This is an optimization exercise on Yosys and OpenROAD, whose aim is small area, a short achievable clock period and few clock cycles, not a production implementation.
At most, simulation tests tie the RTL to the original design; equivalence was not proved.
Power and IR drop assume default switching activity.

== nickel ==
// bmp24_stream_writer
module bmp24_stream_writer #(
  parameter int MAX_DIMENSION = bsw_pkg::MAX_DIMENSION_DEFAULT
) (
  input  wire logic                          clk,
  input  wire logic                          rst,
  input  wire logic                          cfg_write,
  input  wire logic [bsw_pkg::CFG_IDX_W-1:0] cfg_index,
  input  wire logic [bsw_pkg::CFG_W-1:0]     cfg_data,
  input  wire logic                          pixel_valid,
  output logic                               pixel_stall,
  input  wire logic [bsw_pkg::PIXEL_W-1:0]   pixel,
  output logic                               file_valid,
  input  wire logic                          file_stall,
  output logic [bsw_pkg::FILE_WORD_W-1:0]    file_word
);
Size: about 140 flip-flops, roughly 84 I/O pins, roughly 0.0090 mm2 of cells after synthesis.
clock: 7.5 ns
lec_check: 0
cap_margin: 20
core_margin: 2
core_utilization: 65
cts_buf_list: sky130_fd_sc_hd__clkbuf_4 sky130_fd_sc_hd__clkbuf_8
cts_cluster_diameter: 100
cts_cluster_size: 40
setup_slack_margin: 4.75
slew_margin: 20
standard.sh (not shown) runs the stock make flow with config.mk's settings and CLKGATE_MAP_FILE= SYNTH_SCRIPT=/design/flow/synth_recipe.tcl, a recipe that flattens the netlist after the stock synthesis.
==> flow/flow/run.sh <==
#!/bin/bash
# The standard layout, with plain buffers (instead of the default delay
# buffers) on the ports. Each tool's output goes to a log in this folder.
set -euo pipefail
export BUFFER_PORTS_ARGS="-buffer_cell sky130_fd_sc_hd__buf_1"
bash standard.sh finish > make_finish.log 2>&1
nickel: no failed stages, no open violations at the end
Testbench counts of nickel, summed over its fixed seeds: cycles 195,483.
--- input diff nickel..fjord ---
- SETUP_SLACK_MARGIN: 4.75 -> 4.5
- CORE_UTILIZATION: 65 -> 40
diff --git a/flow/flow/run.sh b/flow/flow/run.sh
--- a/flow/flow/run.sh
+++ b/flow/flow/run.sh
@@ -5 +5 @@
-export BUFFER_PORTS_ARGS="-buffer_cell sky130_fd_sc_hd__buf_1"
+export BUFFER_PORTS_ARGS="-buffer_cell sky130_fd_sc_hd__buf_2"
- Relative area of non-clock buffer cells in the final design: nickel vs fjord — no meaningful difference
- Setup WNS nickel -> fjord: worse
- Tap cell instance count, fjord and nickel, higher one = fjord.
- input pin to flop as the worst setup path category was reported by fjord, and flop to flop by nickel.

== red ==
bmp24_stream_writer, a different RTL version from the one above (not shown whole).
For scale: roughly 0.0085 mm² of cells after synthesis.
==> flow/config.mk <==
export PLATFORM = sky130hd
export DESIGN_NAME = bmp24_stream_writer
export DESIGN_NICKNAME = bmp24_stream_writer
export VERILOG_FILES = /design/flow/design.v
export SDC_FILE = /design/flow/constraint.sdc
export NUM_CORES = 4
export LEC_CHECK = 0
export CAP_MARGIN = 20
export CORE_MARGIN = 2
export CORE_UTILIZATION = 40
export SETUP_SLACK_MARGIN = 5
export SLEW_MARGIN = 20
==> flow/constraint.sdc <==
create_clock -name core_clock -period 7.5 [get_ports {clk}]
set_input_delay 1.5000 -clock core_clock [delete_from_list [all_inputs] [get_ports {clk}]]
set_output_delay 1.5000 -clock core_clock [all_outputs]
set_load 0.01 [all_outputs]
run.sh (not shown) runs the stock make flow with config.mk's settings and CLKGATE_MAP_FILE= SYNTH_SCRIPT=/design/flow/synth_recipe.tcl, a recipe that flattens the netlist after the stock synthesis.
Stock flow here: none of the scripts above is used.
Changes in blue relative to red:
Settings: SETUP_SLACK_MARGIN: 5 -> 4.5.
--- outcome ---
- Across both runs, hold slack was higher for blue than for red.
- Delta (blue minus red): wire length the detailed router placed on met1 now sits lower, sequential power share now sits higher.
- Highest routing layer actually used: met4 -> blue, met5 -> red
Function was not checked in any run of this note: the RTL went through the layout flow alone.

Setup of try-ember:
RTL: one of the versions met above, not the one the previous note started from.
Size: ~1100 cells after synthesis, ~140 flip-flops, roughly 84 I/O pins.
clock: 7.5 ns
lec_check: 0
cap_margin: 20
core_margin: 2
core_utilization: 55
cts_buf_list: sky130_fd_sc_hd__clkbuf_4 sky130_fd_sc_hd__clkbuf_8
cts_cluster_diameter: 100
cts_cluster_size: 40
setup_slack_margin: 5.0
slew_margin: 20
tns_end_percent: 10
standard.sh (not shown) runs the stock make flow with config.mk's settings and CLKGATE_MAP_FILE= SYNTH_SCRIPT=/design/flow/synth_recipe.tcl, a recipe that flattens the netlist after the stock synthesis.
==> flow/flow/run.sh <==
#!/bin/bash
# The standard layout, with plain buffers (instead of the default delay
# buffers) on the ports. Each tool's output goes to a log in this folder.
set -euo pipefail
export BUFFER_PORTS_ARGS="-buffer_cell sky130_fd_sc_hd__buf_1"
bash standard.sh finish > make_finish.log 2>&1
try-ember finished every step from synthesis to the final layout, and the layout passed the timing, DRC and antenna checks.
Testbench counts of try-ember, summed over its fixed seeds: cycles 195,483.
The following lists how try-garnet was set up differently from try-ember:
- changing SETUP_SLACK_MARGIN from 5.0 to 4.75
[summary]
try-garnet and try-ember ended up with roughly the same mean number of vias per cell. [try-garnet] number of standard cells in the layout, taps in and fillers out fell 2.6% relative to try-ember. In try-garnet the worst-path maximum fanout turned out 51 higher than in try-ember. From try-garnet to try-ember, synthesized cell count did not move at all. Final period utilization: higher on try-garnet. Sequential share of layout area: try-ember and try-garnet compared, lower one is try-ember. Of try-ember and try-garnet, the higher post-CTS setup buffer count belongs to try-ember. Data arrival time at the worst-slack endpoint, try-ember and try-garnet: higher on try-garnet. Max part of the power in combinational logic across try-ember and try-garnet: try-ember.
Inputs modified between try-garnet and try-cedar:
- removing TNS_END_PERCENT (formerly 10)
## What came out
Higher fill cell instance count of the final layout among try-cedar and try-garnet: try-cedar
Diff try-cedar..try-garnet | die area | negligible
The flow did not stop early for try-cedar: all stages ran, and the layout cleared the timing, DRC and antenna checks.
Comparing try-cedar and try-garnet, the lower non-clock buffering overhead in the final layout was measured on try-cedar.
Compared with try-garnet, in try-cedar sequential share of layout area neither gained nor lost much; final instance area lost about 0.5%; final worst-path setup slack picked up an extra 0.11 ns; global-route wire length before repair picked up an extra 230 um.
When try-cedar is measured against try-garnet, its total power divided by cell area turns out about 1% lower.
Met2 capacity usage during global routing, try-cedar and try-garnet: higher on try-cedar
## Diff of input files: try-sierra against try-cedar
- CORE_UTILIZATION changed from 55 to 40
- SETUP_SLACK_MARGIN changed from 4.75 to 5.0
==> flow/flow/run.sh <==
#!/bin/bash
# The standard layout, with plain buffers (instead of the default delay
# buffers) on the ports. Each tool's output goes to a log in this folder.
set -euo pipefail
export BUFFER_PORTS_ARGS="-buffer_cell sky130_fd_sc_hd__buf_2"
bash standard.sh finish > make_finish.log 2>&1
Findings:
Across try-sierra and try-cedar, none had a timing, DRC or antenna violation. Met1 wire length (try-cedar / try-sierra): 0.878. Total power draw went up by a little under 10% going from try-cedar to try-sierra. The final reports for try-sierra and try-cedar show worst reg-to-reg setup slack higher in the former.
Inputs modified between try-sierra and try-juniper:
- putting TNS_END_PERCENT at 10 where nothing was set
The post-CTS setup repair buffer count in try-juniper sits 12 below the value recorded for try-sierra.
Diff try-juniper..try-sierra | diode insertion count for antenna repair | unchanged
Lower sequential share of layout area among try-juniper and try-sierra: try-sierra
Relative to try-sierra, wire length has decreased by 1.4 mm in try-juniper.
Core occupancy in the finished layout, try-juniper and try-sierra: higher on try-sierra
Area taken by flip-flops and latches: try-sierra vs try-juniper — no meaningful difference
Of try-juniper and try-sierra, try-sierra shows the higher total power, with try-juniper below it.
Compared with try-sierra, number of nets in the layout in try-juniper decreased slightly.
| synthesis-to-layout area growth | higher: try-sierra |
Changes observed in try-juniper relative to try-sierra: post-layout minimum cycle time held, post-synthesis sequential area ratio closely matched the old numbers.

static timing again, ports no longer ideal:
The results above use ideal ports. As a check the final layouts listed here were re-extracted and re-timed, cells and wires unchanged. Step 1, drivers: a clkbuf_16 drives clk and a buf_2 each remaining input, both assumed. Step 2 also shifts input and output timing later by t, the mid clock arrival at the registers, as if the neighbouring blocks saw the same clock. Slacks: ideal ports / drivers / drivers and shift; pairs: ideal ports / drivers.
run | t, ns | slack for setup (ns) | worst setup path after step 2 | worst register clock-pin slew, ns
nickel | 0.508 | 4.654 / 4.654 / 4.244 | input to register | 0.09 / 0.09
fjord | 0.485 | 4.577 / 4.590 / 4.111 | input to register | 0.08 / 0.08
red | 0.474 | 3.195 / 3.195 / 3.195 | register to register | 0.06 / 0.06
blue | 0.465 | 3.136 / 3.136 / 3.136 | register to register | 0.06 / 0.06
try-ember | 0.492 | 4.807 / 4.807 / 4.430 | input to register | 0.09 / 0.09
try-garnet | 0.495 | 4.643 / 4.663 / 4.167 | input to register | 0.08 / 0.08
try-cedar | 0.494 | 4.755 / 4.755 / 4.352 | input to register | 0.08 / 0.08
try-sierra | 0.489 | 4.836 / 4.836 / 4.456 | input to register | 0.09 / 0.09
try-juniper | 0.501 | 4.835 / 4.835 / 4.421 | input to register | 0.09 / 0.09
After both steps every run listed still meets setup and hold. For try-garnet, which loses most, drivers alone change the setup slack by +0.020 ns; drivers and shift together by -0.476 ns.
